From an optimization exercise on the open Yosys and OpenROAD flow, aimed at small area, a short achievable clock period and few clock cycles per item; shortcuts taken in it are not production practice.
RTL that was checked went through simulation tests only; none was proved equivalent to the original.
The RTL of run 2 was laid out without a check of its function.

## flow/run.sh

```bash
#!/bin/bash
# synth_recipe.tcl (not shown) runs the flow's synth.tcl, then flattens the netlist and writes it again
# the make line also repeats each setting of config.mk as NAME=value (left out here)
make -C /OpenROAD-flow-scripts/flow DESIGN_CONFIG=/design/flow/config.mk WORK_HOME=/design/flow/orfs CLKGATE_MAP_FILE= SYNTH_SCRIPT=/design/flow/synth_recipe.tcl finish
```

## flow/config.mk

```make
export PLATFORM = sky130hd
export DESIGN_NAME = polar_decoder
export DESIGN_NICKNAME = polar_decoder
export VERILOG_FILES = /design/flow/design.v
export SDC_FILE = /design/flow/constraint.sdc
export NUM_CORES = 4
export LEC_CHECK = 0
export ABC_AREA = 1
export CAP_MARGIN = 20
export CORE_MARGIN = 2
export CORE_UTILIZATION = 55
export GPL_ROUTABILITY_DRIVEN = 0
export PLACE_DENSITY = 0.75
export SETUP_SLACK_MARGIN = 4.0
export SLEW_MARGIN = 20
export TNS_END_PERCENT = 100
```

## flow/constraint.sdc

```tcl
create_clock -name core_clock -period 10.0 [get_ports {clk}]
set_input_delay 2.0000 -clock core_clock [delete_from_list [all_inputs] [get_ports {clk}]]
set_output_delay 2.0000 -clock core_clock [all_outputs]
set_load 0.01 [all_outputs]
```

## flow/design.v

```verilog
`default_nettype none
package polar_pkg;
    typedef logic [16*12-1:0] llr_vec_t;
    typedef logic [16-1:0] msg_t;
endpackage
`default_nettype wire
`default_nettype none
module pfx_carry #(parameter int W = 8)
(
    input  wire [W-1:0] x,
    input  wire [W-1:0] y,
    input  wire         cin,
    output logic        cout
);
    always_comb begin
        logic [W-1:0] g;
        logic [W-1:0] p;
        g = x & y;
        p = x | y;
        g[0] = g[0] | (p[0] & cin);
        for (int d = 1; d < W; d = d * 2) begin
            for (int i = W - 1; i >= d; i--) begin
                g[i] = g[i] | (p[i] & g[i-d]);
                p[i] = p[i] & p[i-d];
            end
        end
        cout = g[W-1];
    end
endmodule
module pfx_add #(parameter int W = 8)
(
    input  wire [W-1:0] x,
    input  wire [W-1:0] y,
    input  wire         cin,
    output logic [W-1:0] s
);
    always_comb begin
        logic [W-1:0] g;
        logic [W-1:0] p;
        logic [W-1:0] h;
        g = x & y;
        p = x ^ y;
        h = p;
        g[0] = g[0] | (p[0] & cin);
        for (int d = 1; d < W; d = d * 2) begin
            for (int i = W - 1; i >= d; i--) begin
                g[i] = g[i] | (p[i] & g[i-d]);
                p[i] = p[i] & p[i-d];
            end
        end
        s[0] = h[0] ^ cin;
        for (int i = 1; i < W; i++) begin
            s[i] = h[i] ^ g[i-1];
        end
    end
endmodule
module mag_gt #(parameter int W = 8)
(
    input  wire [W-1:0] a,
    input  wire [W-1:0] b,
    output logic        gt
);
    logic ge_b;      
    pfx_carry #(.W(W)) u_c (.x(b), .y(~a), .cin(1'b1), .cout(ge_b));
    assign gt = ~ge_b;
endmodule
module pe_f #(parameter int W = 12)
(
    input  wire [W:0]   a,
    input  wire [W:0]   b,
    output logic [W:0]  y
);
    logic a_lt;
    mag_gt #(.W(W)) u_gt (.a(b[W-1:0]), .b(a[W-1:0]), .gt(a_lt));
    assign y = {a[W] ^ b[W], a_lt ? a[W-1:0] : b[W-1:0]};
endmodule
module pe_g_pre #(parameter int W = 12, parameter bit FAST = 1)
(
    input  wire [W:0]   a,
    input  wire [W:0]   b,
    output logic [W:0]  sum,
    output logic [W:0]  dif,         
    output logic        b_ge,        
    output logic        eq           
);
    logic [W:0] d1;
    logic [W:0] below;       
    if (FAST) begin : g_fast
        pfx_add #(.W(W+1)) u_s  (.x({1'b0, b[W-1:0]}), .y({1'b0, a[W-1:0]}), .cin(1'b0), .s(sum));
        pfx_add #(.W(W+1)) u_d1 (.x({1'b0, b[W-1:0]}), .y(~{1'b0, a[W-1:0]}), .cin(1'b1), .s(d1));
    end else begin : g_slow
        assign sum = {1'b0, b[W-1:0]} + {1'b0, a[W-1:0]};
        assign d1  = {1'b0, b[W-1:0]} - {1'b0, a[W-1:0]};
    end
    always_comb begin
        below[0] = 1'b0;
        for (int j = 1; j <= W; j++) begin
            below[j] = below[j-1] | d1[j-1];
        end
    end
    assign b_ge = ~d1[W];
    assign dif  = d1 ^ ({(W+1){d1[W]}} & below);
    assign eq   = (a[W-1:0] == b[W-1:0]);
endmodule
module pe_g_sel #(parameter int W = 12)
(
    input  wire         sa,
    input  wire         sb,
    input  wire         nza,
    input  wire         nzb,
    input  wire [W:0]   sum,
    input  wire [W:0]   dif,
    input  wire         b_ge,
    input  wire         eq,
    input  wire         t,
    output logic [W+1:0] y,          
    output logic        nz
);
    logic sa_t;
    logic sub;
    assign sa_t = sa ^ t;
    assign sub  = sa_t ^ sb;
    assign y    = sub ? {(b_ge ? sb : sa_t), dif} : {sb, sum};
    assign nz   = sub ? !eq : (nza | nzb);
endmodule
module leaf_pair #(parameter int W = 14)
(
    input  wire [W:0]   l0,
    input  wire [W:0]   l1,
    input  wire         nz0,
    input  wire         nz1,
    input  wire         fr0,
    input  wire         fr1,
    output logic        u0,
    output logic        u1
);
    logic s0, s1;
    logic gt10, gt01;
    logic sum_neg;
    assign s0 = l0[W];
    assign s1 = l1[W];
    mag_gt #(.W(W)) u_a (.a(l1[W-1:0]), .b(l0[W-1:0]), .gt(gt10));
    mag_gt #(.W(W)) u_b (.a(l0[W-1:0]), .b(l1[W-1:0]), .gt(gt01));
    assign sum_neg = gt10 ? s1 : (gt01 ? s0 : (s0 & s1 & nz0));
    assign u0 = !fr0 && nz0 && nz1 && (s0 ^ s1);
    assign u1 = !fr1 && (u0 ? s1 : sum_neg);
endmodule
module sc_quarter #(parameter int W = 13)
(
    input  wire [4*(W+1)-1:0] y,
    input  wire [3:0]         nz,
    input  wire [3:0]         fr,
    output logic [3:0]        u,
    output logic [3:0]        ps
);
    logic [W:0]   y0, y1, y2, y3;
    logic [W:0]   l0, l1;
    logic [W:0]   sum0, dif0, sum1, dif1;
    logic         ge0, eq0, ge1, eq1;
    logic [3:0]   v0, v1;
    logic [1:0]   sel;
    assign y0 = y[0*(W+1) +: W+1];
    assign y1 = y[1*(W+1) +: W+1];
    assign y2 = y[2*(W+1) +: W+1];
    assign y3 = y[3*(W+1) +: W+1];
    assign l0 = {y0[W] ^ y2[W], ge0 ? y0[W-1:0] : y2[W-1:0]};
    assign l1 = {y1[W] ^ y3[W], ge1 ? y1[W-1:0] : y3[W-1:0]};
    leaf_pair #(.W(W)) u_la (.l0(l0), .l1(l1), .nz0(nz[0] & nz[2]), .nz1(nz[1] & nz[3]),
                             .fr0(fr[0]), .fr1(fr[1]), .u0(u[0]), .u1(u[1]));
    pe_g_pre #(.W(W)) u_g0 (.a(y0), .b(y2), .sum(sum0), .dif(dif0), .b_ge(ge0), .eq(eq0));
    pe_g_pre #(.W(W)) u_g1 (.a(y1), .b(y3), .sum(sum1), .dif(dif1), .b_ge(ge1), .eq(eq1));
    for (genvar j = 0; j < 4; j++) begin : g_spec
        logic [W+1:0] c0, c1;
        logic         nzc0, nzc1;
        pe_g_sel #(.W(W)) u_s0 (.sa(y0[W]), .sb(y2[W]), .nza(nz[0]), .nzb(nz[2]),
                                .sum(sum0), .dif(dif0), .b_ge(ge0), .eq(eq0), .t(j[0]),
                                .y(c0), .nz(nzc0));
        pe_g_sel #(.W(W)) u_s1 (.sa(y1[W]), .sb(y3[W]), .nza(nz[1]), .nzb(nz[3]),
                                .sum(sum1), .dif(dif1), .b_ge(ge1), .eq(eq1), .t(j[1]),
                                .y(c1), .nz(nzc1));
        leaf_pair #(.W(W+1)) u_lb (.l0(c0), .l1(c1), .nz0(nzc0), .nz1(nzc1),
                                   .fr0(fr[2]), .fr1(fr[3]), .u0(v0[j]), .u1(v1[j]));
    end
    assign sel  = {u[1], u[0] ^ u[1]};
    assign u[2] = v0[sel];
    assign u[3] = v1[sel];
    assign ps   = {u[3], u[2] ^ u[3], u[1] ^ u[3], u[0] ^ u[1] ^ u[2] ^ u[3]};
endmodule
module half_stage_a #(parameter int W = 13)
(
    input  wire  [8*(W+1)-1:0] x,
    input  wire  [3:0]         fr,
    output logic [3:0]         u,
    output logic [3:0]         ps,
    output logic [4*(W+2)-1:0] z,
    output logic [3:0]         nz
);
    logic [4*(W+1)-1:0] yl;
    logic [3:0]         nzl;
    sc_quarter #(.W(W)) u_ql (.y(yl), .nz(nzl), .fr(fr), .u(u), .ps(ps));
    for (genvar i = 0; i < 4; i++) begin : g_l
        logic [W:0]   a, b;
        logic [W:0]   sum, dif;
        logic         ge, eq, nza, nzb;
        logic [W+1:0] z0, z1;
        logic         nz0, nz1;
        assign a   = x[i*(W+1) +: W+1];
        assign b   = x[(i+4)*(W+1) +: W+1];
        assign nza = |a[W-1:0];
        assign nzb = |b[W-1:0];
        pe_f #(.W(W)) u_f (.a(a), .b(b), .y(yl[i*(W+1) +: W+1]));
        assign nzl[i] = nza & nzb;
        pe_g_pre #(.W(W), .FAST(0)) u_p (.a(a), .b(b), .sum(sum), .dif(dif), .b_ge(ge), .eq(eq));
        pe_g_sel #(.W(W)) u_s0 (.sa(a[W]), .sb(b[W]), .nza(nza), .nzb(nzb),
                                .sum(sum), .dif(dif), .b_ge(ge), .eq(eq),
                                .t(1'b0), .y(z0), .nz(nz0));
        pe_g_sel #(.W(W)) u_s1 (.sa(a[W]), .sb(b[W]), .nza(nza), .nzb(nzb),
                                .sum(sum), .dif(dif), .b_ge(ge), .eq(eq),
                                .t(1'b1), .y(z1), .nz(nz1));
        assign z[i*(W+2) +: W+2] = ps[i] ? z1 : z0;
        assign nz[i]             = ps[i] ? nz1 : nz0;
    end
endmodule
module half_stage_b #(parameter int W = 13)
(
    input  wire  [4*(W+2)-1:0] z,
    input  wire  [3:0]         nz,
    input  wire  [3:0]         fr,
    output logic [3:0]         u,
    output logic [3:0]         ps
);
    sc_quarter #(.W(W+1)) u_qr (.y(z), .nz(nz), .fr(fr), .u(u), .ps(ps));
endmodule
`default_nettype wire
`default_nettype none
module sc_controller
(
    input  wire                   clk,
    input  wire  [192-1:0]   rdata,
    input  wire                   llr_cycle,     
    input  wire  [4:0]            a_k,           
    input  wire                   a_right,       
    output logic                  b_right,       
    output polar_pkg::msg_t       message        
);
    localparam int XW = 14;                      
    logic [16*13-1:0]    ch_sm;                  
    logic [16*13-1:0]    ch_a;
    logic [16*13-1:0]    ch_b;
    logic [8*XW-1:0]     x_a;
    logic [8*XW-1:0]     x_d;
    logic [15:0]         frozen_a;
    logic [7:0]          fr_a;
    logic [3:0]          u_a;
    logic [3:0]          ps_a;
    logic [4*15-1:0]     z_a;
    logic [4*15-1:0]     z_b;
    logic [3:0]          nz_a;
    logic [3:0]          nz_b;
    logic [3:0]          psl_b;
    logic [3:0]          ul_b;
    logic [3:0]          fr_b;
    logic [4:0]          k_b;
    logic [3:0]          u_b;
    logic [3:0]          ps_b;
    logic [7:0]          left;
    logic [7:0]          u_half;
    logic [7:0]          u_lo1;
    logic [7:0]          u_lo2;
    logic [15:0]         u_all;
    localparam logic [63:0] RANK = {
        4'd15, 4'd14, 4'd13, 4'd10, 4'd12, 4'd9, 4'd8, 4'd4,
        4'd11, 4'd7,  4'd6,  4'd3,  4'd5,  4'd2, 4'd1, 4'd0
    };
    for (genvar i = 0; i < 16; i++) begin : g_frz
        assign frozen_a[i] = ({1'b0, RANK[4*i +: 4]} + {1'b0, a_k}) < 6'd16;
    end
    assign fr_a = a_right ? frozen_a[15:8] : frozen_a[7:0];
    for (genvar i = 0; i < 16; i++) begin : g_sm
        logic [11:0] c;
        logic [11:0] below;      
        assign c = rdata[12*i +: 12];
        always_comb begin
            below[0] = 1'b0;
            for (int j = 1; j < 12; j++) begin
                below[j] = below[j-1] | c[j-1];
            end
        end
        assign ch_sm[13*i +: 13] = {c[11], c ^ ({12{c[11]}} & below)};
    end
    for (genvar i = 0; i < 8; i++) begin : g_root
        logic [12:0] fa, fb, fv;
        logic [12:0] ga, gb;
        logic [12:0] sum, dif;
        logic        ge, eq;
        logic [13:0] gv;
        logic        gnz;
        assign fa = ch_sm[13*i +: 13];
        assign fb = ch_sm[13*(i+8) +: 13];
        pe_f #(.W(12)) u_f (.a(fa), .b(fb), .y(fv));
        assign ga = ch_b[13*i +: 13];
        assign gb = ch_b[13*(i+8) +: 13];
        pe_g_pre #(.W(12), .FAST(0)) u_p (.a(ga), .b(gb), .sum(sum), .dif(dif), .b_ge(ge), .eq(eq));
        pe_g_sel #(.W(12)) u_s (.sa(ga[12]), .sb(gb[12]), .nza(|ga[11:0]), .nzb(|gb[11:0]),
                                .sum(sum), .dif(dif), .b_ge(ge), .eq(eq), .t(left[i]),
                                .y(gv), .nz(gnz));
        assign x_d[XW*i +: XW] = llr_cycle ? {fv[12], 1'b0, fv[11:0]} : gv;
    end
    half_stage_a #(.W(13)) u_sa (
        .x    (x_a),
        .fr   (fr_a[3:0]),
        .u    (u_a),
        .ps   (ps_a),
        .z    (z_a),
        .nz   (nz_a)
    );
    half_stage_b #(.W(13)) u_sb (
        .z    (z_b),
        .nz   (nz_b),
        .fr   (fr_b),
        .u    (u_b),
        .ps   (ps_b)
    );
    assign left   = {ps_b, psl_b ^ ps_b};
    assign u_half = {u_b, ul_b};
    always_ff @(posedge clk) begin
        ch_a    <= ch_sm;
        ch_b    <= ch_a;
        x_a     <= x_d;
        z_b     <= z_a;
        nz_b    <= nz_a;
        psl_b   <= ps_a;
        ul_b    <= u_a;
        fr_b    <= fr_a[7:4];
        k_b     <= a_k;
        b_right <= a_right;
        u_lo1   <= u_half;
        u_lo2   <= u_lo1;
    end
    assign u_all = {u_half, u_lo2};
    always_comb begin
        case (k_b)
            5'd0: message = {1'b0, 1'b0, 1'b0, 1'b0, 1'b0, 1'b0, 1'b0, 1'b0, 1'b0, 1'b0, 1'b0, 1'b0, 1'b0, 1'b0, 1'b0, 1'b0};
            5'd1: message = {1'b0, 1'b0, 1'b0, 1'b0, 1'b0, 1'b0, 1'b0, 1'b0, 1'b0, 1'b0, 1'b0, 1'b0, 1'b0, 1'b0, 1'b0, u_all[15]};
            5'd2: message = {1'b0, 1'b0, 1'b0, 1'b0, 1'b0, 1'b0, 1'b0, 1'b0, 1'b0, 1'b0, 1'b0, 1'b0, 1'b0, 1'b0, u_all[15], u_all[14]};
            5'd3: message = {1'b0, 1'b0, 1'b0, 1'b0, 1'b0, 1'b0, 1'b0, 1'b0, 1'b0, 1'b0, 1'b0, 1'b0, 1'b0, u_all[15], u_all[14], u_all[13]};
            5'd4: message = {1'b0, 1'b0, 1'b0, 1'b0, 1'b0, 1'b0, 1'b0, 1'b0, 1'b0, 1'b0, 1'b0, 1'b0, u_all[15], u_all[14], u_all[13], u_all[11]};
            5'd5: message = {1'b0, 1'b0, 1'b0, 1'b0, 1'b0, 1'b0, 1'b0, 1'b0, 1'b0, 1'b0, 1'b0, u_all[15], u_all[14], u_all[13], u_all[11], u_all[7]};
            5'd6: message = {1'b0, 1'b0, 1'b0, 1'b0, 1'b0, 1'b0, 1'b0, 1'b0, 1'b0, 1'b0, u_all[15], u_all[14], u_all[13], u_all[12], u_all[11], u_all[7]};
            5'd7: message = {1'b0, 1'b0, 1'b0, 1'b0, 1'b0, 1'b0, 1'b0, 1'b0, 1'b0, u_all[15], u_all[14], u_all[13], u_all[12], u_all[11], u_all[10], u_all[7]};
            5'd8: message = {1'b0, 1'b0, 1'b0, 1'b0, 1'b0, 1'b0, 1'b0, 1'b0, u_all[15], u_all[14], u_all[13], u_all[12], u_all[11], u_all[10], u_all[9], u_all[7]};
            5'd9: message = {1'b0, 1'b0, 1'b0, 1'b0, 1'b0, 1'b0, 1'b0, u_all[15], u_all[14], u_all[13], u_all[12], u_all[11], u_all[10], u_all[9], u_all[7], u_all[6]};
            5'd10: message = {1'b0, 1'b0, 1'b0, 1'b0, 1'b0, 1'b0, u_all[15], u_all[14], u_all[13], u_all[12], u_all[11], u_all[10], u_all[9], u_all[7], u_all[6], u_all[5]};
            5'd11: message = {1'b0, 1'b0, 1'b0, 1'b0, 1'b0, u_all[15], u_all[14], u_all[13], u_all[12], u_all[11], u_all[10], u_all[9], u_all[7], u_all[6], u_all[5], u_all[3]};
            5'd12: message = {1'b0, 1'b0, 1'b0, 1'b0, u_all[15], u_all[14], u_all[13], u_all[12], u_all[11], u_all[10], u_all[9], u_all[8], u_all[7], u_all[6], u_all[5], u_all[3]};
            5'd13: message = {1'b0, 1'b0, 1'b0, u_all[15], u_all[14], u_all[13], u_all[12], u_all[11], u_all[10], u_all[9], u_all[8], u_all[7], u_all[6], u_all[5], u_all[4], u_all[3]};
            5'd14: message = {1'b0, 1'b0, u_all[15], u_all[14], u_all[13], u_all[12], u_all[11], u_all[10], u_all[9], u_all[8], u_all[7], u_all[6], u_all[5], u_all[4], u_all[3], u_all[2]};
            5'd15: message = {1'b0, u_all[15], u_all[14], u_all[13], u_all[12], u_all[11], u_all[10], u_all[9], u_all[8], u_all[7], u_all[6], u_all[5], u_all[4], u_all[3], u_all[2], u_all[1]};
            5'd16: message = {u_all[15], u_all[14], u_all[13], u_all[12], u_all[11], u_all[10], u_all[9], u_all[8], u_all[7], u_all[6], u_all[5], u_all[4], u_all[3], u_all[2], u_all[1], u_all[0]};
            default: message = '0;
        endcase
    end
endmodule
`default_nettype wire
`default_nettype none
module frame_sequencer
(
    input  wire                  clk,
    input  wire                  rst_n,
    input  wire                  module_en,
    input  wire  [192-1:0]  rdata,
    output logic [11-1:0]  raddr,
    output logic                 llr_cycle,
    output logic [4:0]           a_k,
    output logic                 a_right,
    input  wire                  b_right,
    input  wire  polar_pkg::msg_t message,
    output logic [6-1:0]  waddr,
    output polar_pkg::msg_t      wdata,
    output logic                 wen,
    output logic                 proc_done
);
    typedef enum logic [1:0] {
        IDLE,
        READ_COUNT,
        RUN
    } state_t;
    state_t                 state;
    logic [1:0]             slot;        
    logic [6:0]             frame;
    logic [8:0]             addr;
    logic [8:0]             addr_next;
    logic [1:0]             slot_next;
    logic [6:0]             frame_next;
    logic [7-1:0]  n_q;
    logic [7-1:0]  w_cnt;
    logic [4:0]             k_hdr0, k_hdr1;
    logic [4:0]             k_q0, k_q1;
    logic [4:0]             k_clip;
    logic                   a_odd;
    logic [7:0]             a_pkt;
    logic                   a_valid;
    logic                   a_last;
    logic                   b_valid;
    logic                   b_last;
    assign raddr     = {{(11-9){1'b0}}, addr};
    assign waddr     = w_cnt[6-1:0];
    assign llr_cycle = (state == RUN) && slot[1];
    assign k_clip    = (rdata[10 +: 8] >= 8'(16)) ? 5'd16 : rdata[10 +: 5];
    assign a_odd   = ~slot[0];
    assign a_right = (slot == 2'd1) || (slot == 2'd2);
    assign a_pkt   = (slot == 2'd3) ? {frame, 1'b0} : ({frame, 1'b0} - 8'd2 + {7'd0, a_odd});
    assign a_valid = (state == RUN) && ((slot == 2'd3) || (frame != '0)) && (a_pkt < {1'b0, n_q});
    assign a_last  = (a_pkt == {1'b0, n_q} - 8'd1);
    assign a_k     = a_odd ? k_q1 : k_q0;
    assign slot_next  = slot + 2'd1;
    assign frame_next = (slot == 2'd3) ? frame + 7'd1 : frame;
    always_comb begin
        case (slot_next)
            2'd0:    addr_next = {frame_next, 2'd1};
            2'd1:    addr_next = {frame_next, 2'd3};
            2'd2:    addr_next = {frame_next, 2'd2};
            default: addr_next = {frame_next, 2'd0} + 9'd4;
        endcase
    end
    always_ff @(posedge clk or negedge rst_n) begin
        if (!rst_n) begin
            state     <= IDLE;
            slot      <= '0;
            frame     <= '0;
            addr      <= '0;
            n_q       <= '0;
            w_cnt     <= '0;
            b_valid   <= 1'b0;
            b_last    <= 1'b0;
            wen       <= 1'b0;
            proc_done <= 1'b0;
        end else begin
            b_valid   <= a_valid && a_right;
            b_last    <= a_last;
            wen       <= 1'b0;
            proc_done <= 1'b0;
            if (wen) begin
                w_cnt <= w_cnt + 1'b1;
            end
            case (state)
                IDLE: begin
                    if (module_en) begin
                        state <= READ_COUNT;
                        w_cnt <= '0;
                    end
                end
                READ_COUNT: begin
                    n_q <= rdata[7-1:0];
                    if (rdata[7-1:0] == '0) begin
                        state     <= IDLE;
                        proc_done <= 1'b1;
                    end else begin
                        state <= RUN;
                        slot  <= 2'd0;
                        frame <= '0;
                        addr  <= 9'd1;
                    end
                end
                RUN: begin
                    slot  <= slot_next;
                    frame <= frame_next;
                    addr  <= addr_next;
                    if (b_valid) begin
                        wen <= 1'b1;
                        if (b_last) begin
                            state     <= IDLE;
                            addr      <= '0;
                            proc_done <= 1'b1;
                        end
                    end
                end
                default: state <= IDLE;
            endcase
        end
    end
    always_ff @(posedge clk) begin
        if (state == RUN) begin
            case (slot)
                2'd0:    k_hdr0 <= k_clip;
                2'd1:    k_hdr1 <= k_clip;
                2'd2:    k_q0   <= k_hdr0;
                default: k_q1   <= k_hdr1;
            endcase
        end
        wdata <= message;
    end
endmodule
`default_nettype wire
`default_nettype none
module polar_decoder
(
    input  wire                  clk,
    input  wire                  rst_n,
    input  wire                  module_en,
    input  wire  [192-1:0]  rdata,
    output logic [11-1:0]  raddr,
    output logic [6-1:0]  waddr,
    output logic [16-1:0]  wdata,
    output logic                 wen,
    output logic                 proc_done
);
    polar_pkg::msg_t  message;
    logic [4:0]       a_k;
    logic             llr_cycle;
    logic             a_right;
    logic             b_right;
    frame_sequencer u_seq (
        .clk       (clk),
        .rst_n     (rst_n),
        .module_en (module_en),
        .rdata     (rdata),
        .raddr     (raddr),
        .llr_cycle (llr_cycle),
        .a_k       (a_k),
        .a_right   (a_right),
        .b_right   (b_right),
        .message   (message),
        .waddr     (waddr),
        .wdata     (wdata),
        .wen       (wen),
        .proc_done (proc_done)
    );
    sc_controller u_ctrl (
        .clk       (clk),
        .rdata     (rdata),
        .llr_cycle (llr_cycle),
        .a_k       (a_k),
        .a_right   (a_right),
        .b_right   (b_right),
        .message   (message)
    );
endmodule
`default_nettype wire
```

==> out/metrics.cfg, run 1 <==
[run_status]
status = complete, no violations

[worst_setup_path]
endpoint_kind = register
crit_top_cell = nand2_1
start_kind = register
endpoint = u_ctrl.z_b[11]
cp_slowest_stage_delay_ns = 0.50
r2r-start = u_ctrl.x_a[67]
crit_path_start = u_ctrl.x_a[67]
reg2regPathDepth = 37
path_max_fanout = 16
cp_slowest_cell = a2111oi_4
r2r_setup_slack_ns = 3.94
crit_type = reg -> reg
cp.required_ns = 10.56
worstPathArrival_ns = 6.62
timing.rr.end = u_ctrl.z_b[11]

[synth]
ys_async_sr_fraction_pct = 5.308
ys_ff_latch = 697
ys_types = 72
yosys-top-cells-area = dfxtp_1 (22%), nand2_1 (14%), ha_1 (11%), inv_1 (8.4%), xor2_1 (6.9%)
synth_edf_count = 20
yosysMostFrequentCell = nand2_1
synth_xor_area_share_pct = 9.658
synth_top_area_cell = dfxtp_1
synth_top_family_by_area = simple AND/OR/NAND/NOR gates
synth_area_sq_um = 57390
ys.flop_type = dfxtp_1
yosysWarnings = 12
synthCells = 8711
synth_adder_area_share_pct = 11.81
synth_area_per_cell_sq_um = 6.588
synth.mux.area_fraction_pct = 0.01744
synth_common_cells = nand2_1 (2,177), inv_1 (1,290), nor2_1 (668)
synthSimpleGateAreaFrac_pct = 28.52
synth_compound_area_share_pct = 14.47
yosysTopAreaCellShare_pct = 22.33
synth_seq_area_share_pct = 24.99

[floorplan]
dieHeight_microns = 327.0
die_x_microns = 327.0
num_rows = 118
start_util_pct = 55.45
ioPinCount = 230
coreArea_sq_um = 103500
dieArea_sq_um = 106900

[final_layout]
n_fill_cell = 9141
layout-drive-gt1-share_pct = 8.142
syn_to_final_growth_pct = 14.58
post-route-cell-area_sq_um = 65750
final_nets = 9634
regArea_sq_um = 14480
multiInputGateArea_sq_um = 38590

[routing]
ant_nets = 0
firstDrtPassIters = 8
wl_per_cell_microns = 16.98
vias_per_cell = 5.527
drc = 0
wl_microns = 175900
num_vias = 57280
dr.first_iter.drc_count = 5259

[sta]
setup_viol = 0
maxSlewViolCount = 0
rsz0062_at_grt = yes
finalHoldViolations = 0
period_needed_ns = 6.058
fmax_ghz = 0.1651
finClkSkew_ns = 0.03919
finalSetupTns_ns = 0
worstMarginPinSlew_ns = 1.051
fin_crit_sh_pct = 60.58
max-slew-margin-rel_pct = 29.27

[cts]
root_buffer = clkbuf_16
cts_tree = done
cts_buffers = 78
clk_pin_slew_ns = 0.07
cts.sinks = 697
clock_path_buffers = 3
insertion_delay_ns = 0.68
htree_levels = 3

[global_route]
first_global_vias = 52460
grt_max_degree = 69
grt_use_total_pct = 31.12
grt_use_met3_pct = 5.632
grt-ovfl-total = 0
grt_use_met2_pct = 51.85
grt_pass1_wl_microns = 270000
antenna_found_initial = 10
met1_usage_pct = 38.60
grt.busiest_layer = met2

[placed_design]
io_buffers = 227
placed_cell_area_sq_um = 60440
dp_hpwl_microns = 138200

[min_path]
hold_path_class = reg -> reg

[run]
cap_violations = 0

## logic make-up after synthesis
logic type               Yosys count
AND/OR/NAND/NOR                 3862
buffers and inverters           1548
AO/OA/AOI/OAI                   1446
flip-flops                       697
XOR/XNOR                         632
adder cells (fa/ha/maj)          524
other                              1
multiplexers                       1
## worst min path at each step
stage                           startpoint               end  cells past startpoint
after floorplan             u_ctrl.ch_a[0]    u_ctrl.ch_b[0]                      0
final                      u_ctrl.ch_a[77]   u_ctrl.ch_b[77]                      0
after CTS                 u_ctrl.ch_a[136]  u_ctrl.ch_b[136]                      0
after global routing       u_ctrl.ch_a[43]   u_ctrl.ch_b[43]                      0
after global placement     u_ctrl.ch_a[38]   u_ctrl.ch_b[38]                      0
after detailed placement  u_ctrl.ch_a[100]  u_ctrl.ch_b[100]                      0
## repair_timing
item,CTS,global route
buffers inserted,24,63
hold buffers,0,0
resized for setup,130,391
pin swaps,25,74
endpoints found under the setup margin,185,165
cloned,10,12
hold endpoints to repair,0,0
## sequential cells by signal, indices dropped and copies added, names as in the netlist, 7 cells and up
name / cells
u_seq.wdata: 16
u_ctrl.x_a: 112
u_ctrl.u_lo1: 8
u_seq.frame: 7
u_ctrl.ch_a: 208
u_seq.n_q: 7
u_ctrl.z_b: 60
u_ctrl.u_lo2: 8
u_seq.addr: 9
u_ctrl.ch_b: 208
## worst max-delay path, delay by kind of cell (launching register included)
| family | cells | cell delay, ns |
|---|---|---|
| AOI/OAI and AO/OA | 9 | 1.98 |
| buffers and inverters | 5 | 0.77 |
| adders and majority gates | 2 | 0.53 |
| DFF | 1 | 0.41 |
| and+or+nand+nor | 21 | 2.25 |
## stage by stage
step / setup slack, ns / util, % / hold WS (ns) / std cells
2_1_floorplan: 4.504 / - / 0.3096 / 8712
5_1_grt: 3.724 / 63.53 / 0.3174 / 10360
3_5_place_dp: 2.400 / 58.39 / 0.3121 / 10110
4_1_cts: 3.961 / 61.65 / 0.3150 / 10280
6_report: 3.942 / 63.53 / 0.3151 / 10360
3_3_place_gp: 2.483 / 58.39 / 0.3097 / 10110
## cell type report
class,instances,share of cell area (%)
Antenna cell,5,0.01903
Timing Repair Buffer,330,4.867
Clock buffer,100,3.281
Timing Repair inverter,2,0.01522
Multi-Input combinational cell,6487,58.68
Inverter,1320,7.613
Clock inverter,42,0.8753
Tap cell,1380,2.626
Sequential cell,697,22.02
## cell usage in the layout, fill, tap and decap left out, types with 80 or more instances in the layout
cell type	n
o21bai_1	108
nand3_1	630
nand2_1	2109
o21ai_0	482
ha_1	468
inv_1	1264
xor2_1	445
clkbuf_16	80
dfxtp_1	563
buf_4	87
a21oi_1	416
clkdlybuf4s50_1	226
nand2_2	82
nor2_1	639
o21ai_1	87
xnor2_1	181
nor3_1	87
## metal layers
metal  vias to the layer above  wire, microns
met1                     26110          71750
met2                      2335          79640
met3                       477          14700
met4                        10           9749
li1                      28340              -
met5                         -             79
Testbench counts, summed over its fixed seeds: cycles 2,238, packets 760.
==> run 2, diff against run 1 <==
--- a/flow/design.v
+++ b/flow/design.v
@@ -141,4 +141,4 @@
     assign s1 = l1[W];
-    mag_gt #(.W(W)) u_a (.a(l1[W-1:0]), .b(l0[W-1:0]), .gt(gt10));
     mag_gt #(.W(W)) u_b (.a(l0[W-1:0]), .b(l1[W-1:0]), .gt(gt01));
+    assign gt10 = ~gt01 & (l0[W-1:0] != l1[W-1:0]);
     assign sum_neg = gt10 ? s1 : (gt01 ? s0 : (s0 & s1 & nz0));
--- a/flow/config.mk
+++ b/flow/config.mk
@@ -11,3 +11,2 @@
 export CORE_UTILIZATION = 55
-export GPL_ROUTABILITY_DRIVEN = 0
 export PLACE_DENSITY = 0.75
==> out/metrics.cfg, run 2 <==
[run_status]
status = complete, no violations  ; unchanged

[worst_setup_path]
reg2regPathDepth = 39  ; was 37
path_max_fanout = 9  ; was 16
start_kind = register  ; unchanged
worstPathArrival_ns = 7.07  ; was 6.62 ns
crit_type = reg -> reg  ; unchanged
endpoint_kind = register  ; unchanged
timing.rr.end = u_ctrl.z_b[3]  ; was u_ctrl.z_b[11]
r2r_setup_slack_ns = 3.47  ; was 3.94 ns
crit_top_cell = nor2_1  ; was nand2_1
r2r-start = u_ctrl.x_a[50]  ; was u_ctrl.x_a[67]
cp_slowest_cell = o21ai_0  ; was a2111oi_4
cp.required_ns = 10.54  ; was 10.56 ns
cp_slowest_stage_delay_ns = 0.48  ; was 0.50 ns

[cts]
htree_levels = 3  ; unchanged
cts_tree = done  ; unchanged
ctsHoldBuffers = 0  ; unchanged
clock_path_buffers = 3  ; unchanged
clk_pin_slew_ns = 0.06  ; was 0.07 ns
insertion_delay_ns = 0.67  ; was 0.68 ns
cts_buffers = 77  ; was 78
cts.sinks = 697  ; unchanged
root_buffer = clkbuf_16  ; unchanged

[final_layout]
regArea_sq_um = 14560  ; was 14,480 sq um
final_nets = 9458  ; was 9,634
mostFrequentLayoutCells = nand2_1 (1,315), inv_1 (1,292), ha_1 (661), nor2_1 (638), dfxtp_1 (539)  ; was nand2_1 (2,109), inv_1 (1,264), nor2_1 (639), nand3_1 (630), dfxtp_1 (563)
multiInputGateArea_sq_um = 40440  ; was 38,590 sq um
final_common_cell = nand2_1  ; unchanged
largest_registers = u_ctrl.ch_a (208), u_ctrl.ch_b (208), u_ctrl.x_a (112)  ; unchanged
syn_to_final_growth_pct = 22.10  ; was 14.58%
layout-drive-gt1-share_pct = 14.97  ; was 8.142%
n_fill_cell = 8655  ; was 9,141
final_core_util_pct = 68.00  ; was 63.53%

[synth]
ys_ff_latch = 697  ; unchanged
ys_types = 73  ; was 72
yosys-top-cells-area = dfxtp_1 (23%), ha_1 (16%), nand2_1 (9.4%), inv_1 (9.2%), xor2_1 (6.8%)  ; was dfxtp_1 (22%), nand2_1 (14%), ha_1 (11%), inv_1 (8.4%), xor2_1 (6.9%)
yosysWarnings = 12  ; unchanged
synth_common_cells = nand2_1 (1,423), inv_1 (1,394), ha_1 (746)  ; was nand2_1 (2,177), inv_1 (1,290), nor2_1 (668)
yosysTopAreaCellShare_pct = 22.52  ; was 22.33%
synth_xor_area_share_pct = 10.00  ; was 9.658%
synth_area_per_cell_sq_um = 7.044  ; was 6.588 sq um
synth.mux.area_fraction_pct = 0.02419  ; was 0.01744%
synth_seq_area_share_pct = 25.20  ; was 24.99%
synth_area_sq_um = 56900  ; was 57,390 sq um
synth_adder_area_share_pct = 17.49  ; was 11.81%
synth_compound_area_share_pct = 16.91  ; was 14.47%
synthCells = 8079  ; was 8,711
synth_edf_count = 20  ; unchanged
ys_async_sr_fraction_pct = 5.308  ; unchanged
synth_top_area_cell = dfxtp_1  ; unchanged
yosysMostFrequentCell = nand2_1  ; unchanged
synth_top_family_by_area = simple AND/OR/NAND/NOR gates  ; unchanged
synthSimpleGateAreaFrac_pct = 19.56  ; was 28.52%
ys.flop_type = dfxtp_1  ; unchanged

[sta]
setup_viol = 0  ; unchanged
fin_crit_sh_pct = 65.30  ; was 60.58%
finClkSkew_ns = 0.03093  ; was 0.03919 ns
finalSetupTns_ns = 0  ; unchanged
fmax_ghz = 0.1531  ; was 0.1651 GHz
max-slew-margin-rel_pct = 31.96  ; was 29.27%
maxSlewViolCount = 0  ; unchanged
period_needed_ns = 6.530  ; was 6.058 ns
worstMarginPinSlew_ns = 1.010  ; was 1.051 ns
finalHoldViolations = 0  ; unchanged
rsz0062_at_grt = yes  ; unchanged

[routing]
vias_per_cell = 5.503  ; was 5.527
firstDrtPassIters = 8  ; unchanged
num_vias = 54590  ; was 57,280
wl_per_cell_microns = 18.14  ; was 16.98 microns
drc = 0  ; unchanged
ant_nets = 0  ; unchanged
wl_microns = 179900  ; was 175,900 microns
dr.first_iter.drc_count = 4997  ; was 5,259

[min_path]
hold_path_class = reg -> reg  ; unchanged
hold_start = u_ctrl.ch_a[174]  ; was u_ctrl.ch_a[77]
hold_depth = 0  ; unchanged
holdPathEnd = u_ctrl.ch_b[174]  ; was u_ctrl.ch_b[77]

[floorplan]
dieHeight_microns = 325.7  ; was 327.0 microns
dieArea_sq_um = 106100  ; was 106,900 sq um
num_rows = 117  ; was 118
die_x_microns = 325.7  ; was 327.0 microns
coreArea_sq_um = 102200  ; was 103,500 sq um
start_util_pct = 55.69  ; was 55.45%
ioPinCount = 230  ; unchanged

[global_route]
grt_max_degree = 57  ; was 69
grt_use_total_pct = 32.10  ; was 31.12%
grt_pass1_wl_microns = 275600  ; was 270,000 microns
antenna_found_initial = 7  ; was 10
grt-ovfl-total = 0  ; unchanged
first_global_vias = 51400  ; was 52,460

[placed_design]
gp_congestion = 0.9760
io_buffers = 227  ; unchanged
dp_hpwl_microns = 136400  ; was 138,200 microns

[run]
cap_violations = 0  ; unchanged

[run 2: cell type report]
type	instances	share of cell area, %
multi-input cells	5796	58.20
flip-flops and latches	697	20.96
inverters	1413	7.763
repair buffers	486	6.627
clock buffers	101	3.124
well taps	1368	2.464
clock inverters	41	0.6843
repair inverters	15	0.1765
diodes	2	0.007203
[run 2: cell families after synthesis]
group,count (synthesis)
compound gates,1674
xor+xnor,649
fa+ha+maj,777
buf+inv,1616
flops,697
mux,1
other cells,1
simple gates,2664
[run 2: critical path, delay by kind of cell (launching register included)]
family          cells  cell delay, ns
compound gates      9            1.80
mux                 1            0.32
xor+xnor            1            0.13
flops               1            0.39
simple gates       14            1.70
buf+inv            11            1.30
fa+ha+maj           3            0.72
[run 2: metal layers]
metal | routed length, microns | global-route usage, % | share of wire, %
met2 | 81930 | 53.26 | 46
met5 | 0 | 0 | 0
met3 | 12890 | 4.104 | 7.2
met4 | 6356 | 10.67 | 3.5
met1 | 78720 | 43.07 | 44
[run 2: what timing repair did]
item	4_1_cts	5_1_grt
setup buffers	147	89
pin swaps	163	173
gates resized for setup	718	429
cloned	38	12
setup endpoints to repair	188	182
[run 2: worst max-delay path by stage]
stage                    from              to  slack, ns  cells after the start
3_3_place_gp    u_ctrl.z_b[0]   u_ctrl.x_a[2]       0.94                     33
2_1_floorplan  u_ctrl.x_a[50]  u_ctrl.z_b[35]       3.88                     54
6_report       u_ctrl.x_a[50]   u_ctrl.z_b[3]       3.47                     39
3_5_place_dp    u_ctrl.z_b[0]   u_ctrl.x_a[2]       0.93                     35
5_1_grt        u_ctrl.x_a[50]  u_ctrl.z_b[37]       3.14                     47
4_1_cts        u_ctrl.z_b[15]   u_ctrl.x_a[2]       3.65                     48
[run 2: stage by stage]
step	std cells	setup WS (ns)	instance area (sq um)	hold slack (ns)
after global routing	9919	3.144	69480	0.3162
after global placement	9488	0.9399	60490	0.3097
after detailed placement	9488	0.9318	60490	0.3121
after floorplan	8080	3.877	57320	0.3096
final	9919	3.470	69480	0.3093
after CTS	9815	3.653	67040	0.3132
==> run 3, diff against run 2 <==
--- a/flow/design.v
+++ b/flow/design.v
@@ -141,4 +141,4 @@
     assign s1 = l1[W];
+    mag_gt #(.W(W)) u_a (.a(l1[W-1:0]), .b(l0[W-1:0]), .gt(gt10));
     mag_gt #(.W(W)) u_b (.a(l0[W-1:0]), .b(l1[W-1:0]), .gt(gt01));
-    assign gt10 = ~gt01 & (l0[W-1:0] != l1[W-1:0]);
     assign sum_neg = gt10 ? s1 : (gt01 ? s0 : (s0 & s1 & nz0));
--- a/flow/config.mk
+++ b/flow/config.mk
@@ -12,3 +12,3 @@
 export PLACE_DENSITY = 0.75
-export SETUP_SLACK_MARGIN = 4.0
+export SETUP_SLACK_MARGIN = 4.25
 export SLEW_MARGIN = 20
==> out/metrics.cfg, run 3 <==
[run_status]
status = complete, no violations  ; unchanged

[cts]
ctsHoldBuffers = 0  ; unchanged
cts_tree = done  ; unchanged
htree_levels = 3  ; unchanged
root_buffer = clkbuf_16  ; unchanged
insertion_delay_ns = 0.68  ; was 0.67 ns
cts.sinks = 697  ; unchanged
cts_buffers = 77  ; unchanged
clock_path_buffers = 3  ; unchanged
clk_pin_slew_ns = 0.07  ; was 0.06 ns

[worst_setup_path]
crit_buf_inv = 6  ; was 11
crit_top_cell = nand2_2  ; was nor2_1
cp_slowest_stage_delay_ns = 0.44  ; was 0.48 ns
crit_family = simple AND/OR/NAND/NOR gates  ; was compound AO/OA/AOI/OAI gates
cp_slowest_cell = dfxtp_1  ; was o21ai_0
path_max_fanout = 8  ; was 9
reg2regPathDepth = 39  ; unchanged
cp.depth = 39  ; unchanged
crit_type = reg -> reg  ; unchanged
start_kind = register  ; unchanged
cp.required_ns = 10.55  ; was 10.54 ns
endpoint_kind = register  ; unchanged
worstPathArrival_ns = 6.38  ; was 7.07 ns

[floorplan]
die_x_microns = 327.0  ; was 325.7 microns
start_util_pct = 55.45  ; was 55.69%
coreArea_sq_um = 103500  ; was 102,200 sq um
dieArea_sq_um = 106900  ; was 106,100 sq um
ioPinCount = 230  ; unchanged
num_rows = 118  ; was 117
dieHeight_microns = 327.0  ; was 325.7 microns

[sta]
max-slew-margin-rel_pct = 32.22  ; was 31.96%
setup_viol = 0  ; unchanged
setup_slack_ns = 4.168  ; was 3.470 ns
fmax_ghz = 0.1715  ; was 0.1531 GHz
finalSetupTns_ns = 0  ; unchanged
fin_crit_sh_pct = 58.32  ; was 65.30%
finalHoldViolations = 0  ; unchanged
rsz0062_at_grt = yes  ; unchanged
maxSlewViolCount = 0  ; unchanged
worstMarginPinSlew_ns = 1.016  ; was 1.010 ns
finClkSkew_ns = 0.03491  ; was 0.03093 ns
period_needed_ns = 5.832  ; was 6.530 ns

[placed_design]
placed_cell_area_sq_um = 60500  ; was 60,490 sq um
io_buffers = 227  ; unchanged
dp_hpwl_microns = 144300  ; was 136,400 microns
gp_congestion = 1.031  ; was 0.9760
dp_slack_ns = 2.196  ; was 0.9318 ns

[synth]
ys_ff_latch = 697  ; unchanged
synthCells = 8711  ; was 8,079
ys_types = 72  ; was 73
synth_common_cells = nand2_1 (2,177), inv_1 (1,290), nor2_1 (668)  ; was nand2_1 (1,423), inv_1 (1,394), ha_1 (746)
yosysTopAreaCellShare_pct = 22.33  ; was 22.52%
ys.flop_type = dfxtp_1  ; unchanged
ys_async_sr_fraction_pct = 5.308  ; unchanged
yosys-top-cells-area = dfxtp_1 (22%), nand2_1 (14%), ha_1 (11%), inv_1 (8.4%), xor2_1 (6.9%)  ; was dfxtp_1 (23%), ha_1 (16%), nand2_1 (9.4%), inv_1 (9.2%), xor2_1 (6.8%)
yosysMostFrequentCell = nand2_1  ; unchanged
yosysWarnings = 12  ; unchanged
synth_top_area_cell = dfxtp_1  ; unchanged
synth_seq_area_share_pct = 24.99  ; was 25.20%
synth_area_sq_um = 57390  ; was 56,900 sq um
synth_edf_count = 20  ; unchanged
synth_area_per_cell_sq_um = 6.588  ; was 7.044 sq um

[final_layout]
layout-drive-gt1-share_pct = 12.95  ; was 14.97%
largest_registers = u_ctrl.ch_a (208), u_ctrl.ch_b (208), u_ctrl.x_a (112)  ; unchanged
final_nets = 9737  ; was 9,458
final_common_cell = nand2_1  ; unchanged
syn_to_final_growth_pct = 19.52  ; was 22.10%
post-route-cell-area_sq_um = 68590  ; was 69,480 sq um
mostFrequentLayoutCells = nand2_1 (2,023), inv_1 (1,226), nor2_1 (612), nand3_1 (573), dfxtp_1 (543)  ; was nand2_1 (1,315), inv_1 (1,292), ha_1 (661), nor2_1 (638), dfxtp_1 (539)

[routing]
vias_per_cell = 5.496  ; was 5.503
drc = 0  ; unchanged
ant_nets = 0  ; unchanged
dr.first_iter.drc_count = 4969  ; was 4,997
wl_per_cell_microns = 17.77  ; was 18.14 microns
num_vias = 57490  ; was 54,590
firstDrtPassIters = 7  ; was 8
wl_microns = 185900  ; was 179,900 microns

[run]
cap_violations = 0  ; unchanged

[min_path]
hold_depth = 0  ; unchanged
hold_path_class = reg -> reg  ; unchanged

[global_route]
grt_use_total_pct = 32.57  ; was 32.10%
antenna_found_initial = 12  ; was 7
grt_max_degree = 54  ; was 57
grt-ovfl-total = 0  ; unchanged
first_global_vias = 53090  ; was 51,400
grt_pass1_wl_microns = 280000  ; was 275,600 microns

==> run 3: cell count changes after synthesis, sizes merged, moves of 41 or more <==
cell / delta
nand2: +778
nand3: +430
ha: -253
o21ai: -146
inv: -92
buf: +54
o211ai: -41
==> run 3: layout make-up <==
cell class | instances | area (sq um)
multi-input cells | 6497 | 40460
inverters | 1320 | 5060
clock buffers | 98 | 2127
flip-flops and latches | 697 | 14580
clock inverters | 42 | 575.6
fillers | 9074 | 34910
repair inverters | 5 | 37.54
repair buffers | 421 | 4029
well taps | 1380 | 1727
diodes | 1 | 2.502
==> run 3: final timing paths <==
check                                 from              end  slack, ns
max                         u_ctrl.x_a[96]   u_ctrl.nz_b[2]       4.17
min                        u_ctrl.ch_a[42]  u_ctrl.ch_b[42]       0.32
max reg2reg                 u_ctrl.x_a[96]   u_ctrl.nz_b[2]       4.17
min reg2reg                u_ctrl.ch_a[42]  u_ctrl.ch_b[42]       0.32
max in group asynchronous            rst_n  u_seq.proc_done       8.06
min in group asynchronous            rst_n     u_seq.n_q[4]       1.42
==> run 3: metrics by stage <==
stage               utilization [%]  hold slack [ns]  instances
global route                  66.27           0.3203      10460
global placement              58.45           0.3097      10110
CTS                           62.52           0.3188      10330
detailed placement            58.45           0.3121      10110
finish                        66.27           0.3185      10460
floorplan                         -           0.3096       8712
==> run 3: cell families after synthesis <==
logic type	share of synthesized area [%]
other	0.006534
multiplexers	0.01744
AND/OR/NAND/NOR	28.52
adder cells (fa/ha/maj)	11.81
flip-flops	24.99
AO/OA/AOI/OAI	14.47
XOR/XNOR	9.658
buffers and inverters	10.53
==> run 3: what timing repair did <==
| action | in CTS | in global routing |
|---|---|---|
| pin swaps | 45 | 215 |
| setup endpoints to repair | 187 | 180 |
| setup buffers | 62 | 108 |
| resized for setup | 293 | 746 |
| cloned | 17 | 20 |
==> run 3: worst reg2reg max path, delay by kind of cell (launching register included) <==
family	cells	cell delay (ns)
DFF	1	0.44
adders and majority gates	3	0.81
buffers and inverters	6	0.65
xor gates and xnor gates	1	0.20
and+or+nand+nor	18	1.90
AOI/OAI and AO/OA	11	1.75
==> run 3: metal layers <==
layer  GRT usage [%]  vias up  routed length (microns)  part of all wire (%)
met4           15.68       18                    10120                   5.4
li1                -    28580                        -                     -
met3           5.026      430                    13120                   7.1
met1           41.10    26480                    77530                    42
met5               0        -                      106                 0.057
met2           54.35     1983                    85030                    46
Testbench counts of run 3, summed over its fixed seeds: cycles 2,238, packets 760.
==> run 4, diff against run 3 <==
--- a/flow/config.mk
+++ b/flow/config.mk
@@ -12,3 +12,3 @@
 export PLACE_DENSITY = 0.75
-export SETUP_SLACK_MARGIN = 4.25
+export SETUP_SLACK_MARGIN = 3.75
 export SLEW_MARGIN = 20
==> out/metrics.cfg, run 4 <==
[run_status]
status = complete, no violations  ; unchanged

[synth]
synth_xor_area_share_pct = 9.658  ; unchanged
yosysMostFrequentCell = nand2_1  ; unchanged
synth_seq_area_share_pct = 24.99  ; unchanged
synth.mux.area_fraction_pct = 0.01744  ; unchanged
yosysWarnings = 12  ; unchanged
synth_common_cells = nand2_1 (2,177), inv_1 (1,290), nor2_1 (668)  ; unchanged
synth_top_area_cell = dfxtp_1  ; unchanged
ys_ff_latch = 697  ; unchanged
synth_area_per_cell_sq_um = 6.588  ; unchanged
synth_compound_area_share_pct = 14.47  ; unchanged
ys_types = 72  ; unchanged
ys_async_sr_fraction_pct = 5.308  ; unchanged
synthSimpleGateAreaFrac_pct = 28.52  ; unchanged
yosysTopAreaCellShare_pct = 22.33  ; unchanged
synthCells = 8711  ; unchanged
synth_edf_count = 20  ; unchanged
synth_top_family_by_area = simple AND/OR/NAND/NOR gates  ; unchanged
ys.flop_type = dfxtp_1  ; unchanged
synth_adder_area_share_pct = 11.81  ; unchanged
yosys-top-cells-area = dfxtp_1 (22%), nand2_1 (14%), ha_1 (11%), inv_1 (8.4%), xor2_1 (6.9%)  ; unchanged
synth_area_sq_um = 57390  ; unchanged

[placed_design]
dp_slack_ns = 2.196  ; unchanged
gp_congestion = 1.031  ; unchanged
io_buffers = 227  ; unchanged
placed_cells = 10110  ; unchanged
dp_hpwl_microns = 144300  ; unchanged

[min_path]
hold_path_class = reg -> reg  ; unchanged
hold_depth = 0  ; unchanged

[global_route]
met1_usage_pct = 41.01  ; was 41.10%
grt_pass1_wl_microns = 276700  ; was 280,000 microns
grt_max_degree = 54  ; unchanged
antenna_found_initial = 9  ; was 12
grt_use_met2_pct = 54.03  ; was 54.35%
first_global_vias = 52400  ; was 53,090
grt-ovfl-total = 0  ; unchanged
grt.busiest_layer = met2  ; unchanged
grt_use_met3_pct = 4.560  ; was 5.026%
grt_use_total_pct = 32.20  ; was 32.57%

[worst_setup_path]
crit_type = reg -> reg  ; unchanged
worstPathArrival_ns = 6.59  ; was 6.38 ns
cp.required_ns = 10.54  ; was 10.55 ns
endpoint_kind = register  ; unchanged
reg2regPathDepth = 40  ; was 39
start_kind = register  ; unchanged
crit_top_cell = nand2_1  ; was nand2_2
path_max_fanout = 8  ; unchanged
cp_slowest_cell = fa_2  ; was dfxtp_1
cp_slowest_stage_delay_ns = 0.40  ; was 0.44 ns

[cts]
root_buffer = clkbuf_16  ; unchanged
cts_tree = done  ; unchanged
cts_buffers = 77  ; unchanged
clk_pin_slew_ns = 0.07  ; about the same
insertion_delay_ns = 0.68  ; about the same
cts.sinks = 697  ; unchanged
clock_path_buffers = 3  ; unchanged
htree_levels = 3  ; unchanged
ctsHoldBuffers = 0  ; unchanged

[sta]
worstMarginPinSlew_ns = 1.043  ; was 1.016 ns
period_needed_ns = 6.049  ; was 5.832 ns
finClkSkew_ns = 0.02757  ; was 0.03491 ns
setup_viol = 0  ; unchanged
fin_crit_sh_pct = 60.49  ; was 58.32%
max-slew-margin-rel_pct = 29.77  ; was 32.22%
rsz0062_at_grt = yes  ; unchanged
setup_slack_ns = 3.951  ; was 4.168 ns
hold_slack_ns = 0.3184  ; was 0.3185 ns
maxSlewViolCount = 0  ; unchanged
finalHoldViolations = 0  ; unchanged
fmax_ghz = 0.1653  ; was 0.1715 GHz
finalSetupTns_ns = 0  ; unchanged

[final_layout]
mostFrequentLayoutCells = nand2_1 (2,122), inv_1 (1,278), nor2_1 (644), nand3_1 (621), dfxtp_1 (587)  ; was nand2_1 (2,023), inv_1 (1,226), nor2_1 (612), nand3_1 (573), dfxtp_1 (543)
syn_to_final_growth_pct = 13.81  ; was 19.52%
layout-drive-gt1-share_pct = 7.283  ; was 12.95%
final_common_cell = nand2_1  ; unchanged
largest_registers = u_ctrl.ch_a (208), u_ctrl.ch_b (208), u_ctrl.x_a (112)  ; unchanged
final_nets = 9623  ; was 9,737
final-instance-count-excl-fill = 10350  ; was 10,460

[routing]
vias_per_cell = 5.449  ; was 5.496
num_vias = 56390  ; was 57,490
dr.first_iter.drc_count = 4800  ; was 4,969
wl_per_cell_microns = 17.39  ; was 17.77 microns
drc = 0  ; unchanged
firstDrtPassIters = 6  ; was 7
wl_microns = 180000  ; was 185,900 microns
ant_nets = 0  ; unchanged

[floorplan]
ioPinCount = 230  ; unchanged
num_rows = 118  ; unchanged
dieHeight_microns = 327.0  ; unchanged
coreArea_sq_um = 103500  ; unchanged
die_x_microns = 327.0  ; unchanged
start_util_pct = 55.45  ; unchanged
dieArea_sq_um = 106900  ; unchanged

[run]
cap_violations = 0  ; unchanged

-- run 4: cell counts after synthesis --
Identical to the previous run, type by type.
-- run 4: critical path: cells and delay by family, from the launching register on --
kind | cells | cell delay (ns)
AND/OR/NAND/NOR | 22 | 2.39
adder cells (fa/ha/maj) | 3 | 0.83
flip-flops | 1 | 0.35
AO/OA/AOI/OAI | 9 | 1.53
XOR/XNOR | 1 | 0.28
buffers and inverters | 5 | 0.51
-- run 4: cell type report --
| class | instances | area (sq um) |
|---|---|---|
| antenna | 2 | 5.005 |
| clock buffer | 98 | 2127 |
| clock inverter | 42 | 575.6 |
| fill | 9552 | 38180 |
| inverter | 1320 | 4999 |
| multi-input combinational | 6481 | 38320 |
| sequential | 697 | 14440 |
| tap | 1380 | 1727 |
| timing repair buffer | 325 | 3103 |
| timing repair inverter | 3 | 18.77 |
-- run 4: worst paths after layout --
path	start	end	slack, ns
max in group asynchronous	rst_n	u_seq.proc_done	8.06
max	u_ctrl.x_a[51]	u_ctrl.z_b[2]	3.95
min reg2reg	u_ctrl.u_lo1[5]	u_ctrl.u_lo2[5]	0.32
max reg2reg	u_ctrl.x_a[51]	u_ctrl.z_b[2]	3.95
min	u_ctrl.u_lo1[5]	u_ctrl.u_lo2[5]	0.32
min in group asynchronous	rst_n	u_seq.n_q[4]	1.42
-- run 4: cell families (layout without fill, tap and decap cells) --
family,Yosys count,count (layout)
simple gates,3862,3876
fa+ha+maj,524,524
other cells,1,4
xor+xnor,632,632
compound gates,1446,1446
buf+inv,1548,1788
flops,697,697
mux,1,1
-- run 4: repair_timing --
item	4_1_cts	5_1_grt
buffers inserted	15	60
gates resized for setup	105	307
endpoints found under the setup margin	182	173
pin swaps	9	54
gates cloned	6	11
-- run 4: metrics by stage --
stage / util, % / instance area [sq um]
floorplan: - / 57390
CTS: 61.52 / 63670
detailed placement: 58.45 / 60500
finish: 63.11 / 65310
global placement: 58.45 / 60500
global route: 63.10 / 65310
-- run 4: per-layer routing --
| layer | share of wire (%) | wire length, microns |
|---|---|---|
| met5 | 0.035 | 63 |
| met4 | 5.2 | 9313 |
| met2 | 45 | 81500 |
| met3 | 6.6 | 11820 |
| met1 | 43 | 77270 |
==> run 5, diff against run 4 <==
--- a/flow/config.mk
+++ b/flow/config.mk
@@ -10,5 +10,5 @@
 export CORE_MARGIN = 2
-export CORE_UTILIZATION = 55
-export PLACE_DENSITY = 0.75
-export SETUP_SLACK_MARGIN = 3.75
+export CORE_UTILIZATION = 62
+export PLACE_DENSITY = 0.8
+export SETUP_SLACK_MARGIN = 4.0
 export SLEW_MARGIN = 20
==> out/metrics.cfg, run 5 <==
[routing]
wl_per_cell_microns = 18.49  ; was 17.39 microns
firstDrtPassIters = 10  ; was 6
drc = 0  ; unchanged
ant_nets = 0  ; unchanged
num_vias = 58640  ; was 56,390
dr.first_iter.drc_count = 6088  ; was 4,800
vias_per_cell = 5.724  ; was 5.449
wl_microns = 189500  ; was 180,000 microns

[global_route]
grt_use_total_pct = 37.53  ; was 32.20%
first_global_vias = 53560  ; was 52,400
grt_pass1_wl_microns = 283800  ; was 276,700 microns
antenna_found_initial = 16  ; was 9
grt_max_degree = 103  ; was 54
grt-ovfl-total = 0  ; unchanged

[worst_setup_path]
crit_type = reg -> reg  ; unchanged
start_kind = register  ; unchanged
endpoint_kind = register  ; unchanged
worstPathArrival_ns = 6.51  ; was 6.59 ns
cp.required_ns = 10.55  ; was 10.54 ns
reg2regPathDepth = 40  ; unchanged
crit_top_cell = nand2_1  ; unchanged
path_max_fanout = 8  ; unchanged
cp_slowest_cell = dfxtp_2  ; was fa_2
cp_slowest_stage_delay_ns = 0.38  ; was 0.40 ns

[sta]
maxSlewViolCount = 0  ; unchanged
rsz0062_at_grt = yes  ; unchanged
finalSetupTns_ns = 0  ; unchanged
worstMarginPinSlew_ns = 1.176  ; was 1.043 ns
period_needed_ns = 5.964  ; was 6.049 ns
fmax_ghz = 0.1677  ; was 0.1653 GHz
fin_crit_sh_pct = 59.64  ; was 60.49%
setup_viol = 0  ; unchanged
finClkSkew_ns = 0.02680  ; was 0.02757 ns
hold_slack_ns = 0.3114  ; was 0.3184 ns
setup_slack_ns = 4.036  ; was 3.951 ns
max-slew-margin-rel_pct = 20.75  ; was 29.77%
finalHoldViolations = 0  ; unchanged

[synth]
yosysMostFrequentCell = nand2_1  ; unchanged
synth_area_per_cell_sq_um = 6.588  ; unchanged
synth_top_area_cell = dfxtp_1  ; unchanged
yosys-top-cells-area = dfxtp_1 (22%), nand2_1 (14%), ha_1 (11%), inv_1 (8.4%), xor2_1 (6.9%)  ; unchanged
ys_ff_latch = 697  ; unchanged
synthCells = 8711  ; unchanged
yosysWarnings = 12  ; unchanged
synth_seq_area_share_pct = 24.99  ; unchanged
synth_area_sq_um = 57390  ; unchanged
ys_types = 72  ; unchanged
synth_common_cells = nand2_1 (2,177), inv_1 (1,290), nor2_1 (668)  ; unchanged
ys.flop_type = dfxtp_1  ; unchanged
synth_edf_count = 20  ; unchanged
yosysTopAreaCellShare_pct = 22.33  ; unchanged
ys_async_sr_fraction_pct = 5.308  ; unchanged

[final_layout]
layout-drive-gt1-share_pct = 10.81  ; was 7.283%
largest_registers = u_ctrl.ch_a (208), u_ctrl.ch_b (208), u_ctrl.x_a (112)  ; unchanged
final_common_cell = nand2_1  ; unchanged
final_core_util_pct = 73.28  ; was 63.11%
final_nets = 9708  ; was 9,623
syn_to_final_growth_pct = 17.04  ; was 13.81%
n_fill_cell = 7414  ; was 9,552
mostFrequentLayoutCells = nand2_1 (2,067), inv_1 (1,236), nor2_1 (629), nand3_1 (615), dfxtp_1 (544)  ; was nand2_1 (2,122), inv_1 (1,278), nor2_1 (644), nand3_1 (621), dfxtp_1 (587)
post-route-cell-area_sq_um = 67170  ; was 65,310 sq um

[run]
cap_violations = 0  ; unchanged

[cts]
cts_buffers = 76  ; was 77
clock_path_buffers = 3  ; unchanged
ctsHoldBuffers = 0  ; unchanged
htree_levels = 3  ; unchanged
clk_pin_slew_ns = 0.06  ; was 0.07 ns
cts_tree = done  ; unchanged
root_buffer = clkbuf_16  ; unchanged
insertion_delay_ns = 0.68  ; about the same
cts.sinks = 697  ; unchanged

[floorplan]
coreArea_sq_um = 91660  ; was 103,500 sq um
dieArea_sq_um = 95010  ; was 106,900 sq um
num_rows = 111  ; was 118
ioPinCount = 230  ; unchanged
die_x_microns = 308.2  ; was 327.0 microns
start_util_pct = 62.61  ; was 55.45%
dieHeight_microns = 308.2  ; was 327.0 microns

[placed_design]
io_buffers = 227  ; unchanged
placed_cell_area_sq_um = 60240  ; was 60,500 sq um
dp_slack_ns = 2.309  ; was 2.196 ns
gp_congestion = 1.040  ; was 1.031
dp_hpwl_microns = 144700  ; was 144,300 microns

[min_path]
hold_depth = 0  ; unchanged
hold_path_class = reg -> reg  ; unchanged

[run_status]
status = complete, no violations  ; unchanged

-- run 5: cell counts after synthesis --
No cell type changed its count.
-- run 5: layout make-up --
type | instances | area (sq um) | share of cell area, %
multi-input cells | 6490 | 39490 | 58.80
flip-flops and latches | 697 | 14590 | 21.73
inverters | 1320 | 5030 | 7.488
repair buffers | 402 | 3910 | 5.821
clock buffers | 99 | 2163 | 3.221
well taps | 1186 | 1484 | 2.209
clock inverters | 36 | 445.4 | 0.6632
diodes | 11 | 27.53 | 0.04098
repair inverters | 3 | 22.52 | 0.03353
-- run 5: layer usage --
| layer | up-vias | global-route usage [%] | part of all wire, % |
|---|---|---|---|
| li1 | 28490 | - | - |
| met1 | 26880 | 47.18 | 40 |
| met2 | 2647 | 61.06 | 45 |
| met3 | 610 | 5.930 | 8.5 |
| met4 | 6 | 21.59 | 6.4 |
| met5 | - | 0 | 0.019 |
-- run 5: critical path: cells and delay by family, from the launching register on --
| kind | cells | cell delay, ns |
|---|---|---|
| buf+inv | 7 | 1.05 |
| flops | 1 | 0.38 |
| fa+ha+maj | 2 | 0.46 |
| simple gates | 25 | 2.96 |
| compound gates | 6 | 1.01 |
-- run 5: repair_timing --
item | in CTS | in global routing
pin swaps | 32 | 131
gates resized for setup | 193 | 619
setup buffers | 45 | 105
cloned | 13 | 16
endpoints found under the setup margin | 185 | 164
-- run 5: path summary, 6_finish.rpt --
check | startpoint | to | slack [ns]
worst max-delay path | u_ctrl.x_a[9] | u_ctrl.z_b[10] | 4.04
worst min-delay path | u_ctrl.u_lo1[1] | u_ctrl.u_lo2[1] | 0.31
worst max register to register | u_ctrl.x_a[9] | u_ctrl.z_b[10] | 4.04
worst min register to register | u_ctrl.u_lo1[1] | u_ctrl.u_lo2[1] | 0.31
max in group asynchronous | rst_n | u_seq.w_cnt[5] | 8.02
min in group asynchronous | rst_n | u_seq.frame[0] | 1.44
-- run 5: metrics by stage --
stage | instances
finish | 10240
global route | 10240
CTS | 10110
detailed placement | 9916
global placement | 9915
floorplan | 8712
-- run 5: logic make-up (layout without fill, tap and decap cells) --
kind of cell / after synthesis / count (layout) / share of synthesized area, %
AOI/OAI and AO/OA: 1446 / 1446 / 14.47
muxes: 1 / 1 / 0.01744
buffers and inverters: 1548 / 1860 / 10.53
xor gates and xnor gates: 632 / 632 / 9.658
DFF: 697 / 697 / 24.99
other: 1 / 13 / 0.006534
adders and majority gates: 524 / 524 / 11.81
and+or+nand+nor: 3862 / 3885 / 28.52

## static timing again, ports no longer ideal
Ports are ideal in the flow. The routed layouts listed here were re-timed in OpenROAD. Step 1 (the two cells are an assumption about what drives the block):
set clk [get_ports {clk}]
set_driving_cell -lib_cell sky130_fd_sc_hd__clkbuf_16 $clk
set_driving_cell -lib_cell sky130_fd_sc_hd__buf_2 [delete_from_list [all_inputs] $clk]
Step 2, shift: input delay + t, output delay - t, t = (earliest + latest rising clock arrival at the registers) / 2. This alone moves slack from input paths to output paths. Three values: ideal, step 1, step 2; two values: the first two.
run | t (ns) | setup slack, ns | worst setup path at the end | clock arrival spread, ns | worst register clock-pin slew, ns
run 1 | 0.738 | 3.942 / 3.942 / 3.683 | input to register | 0.043 / 0.043 | 0.07 / 0.07
run 2 | 0.724 | 3.470 / 3.470 / 3.470 | register to register | 0.031 / 0.031 | 0.07 / 0.07
run 3 | 0.739 | 4.168 / 4.168 / 3.929 | input to register | 0.038 / 0.038 | 0.07 / 0.07
run 4 | 0.742 | 3.951 / 3.951 / 3.722 | input to register | 0.037 / 0.036 | 0.07 / 0.07
run 5 | 0.734 | 4.036 / 4.036 / 3.695 | input to register | 0.037 / 0.038 | 0.07 / 0.07
After both steps setup and hold are still met in every run listed. The setup slack of run 5, which loses most, moves by 0.000 ns with the drivers and by -0.341 ns with both steps.
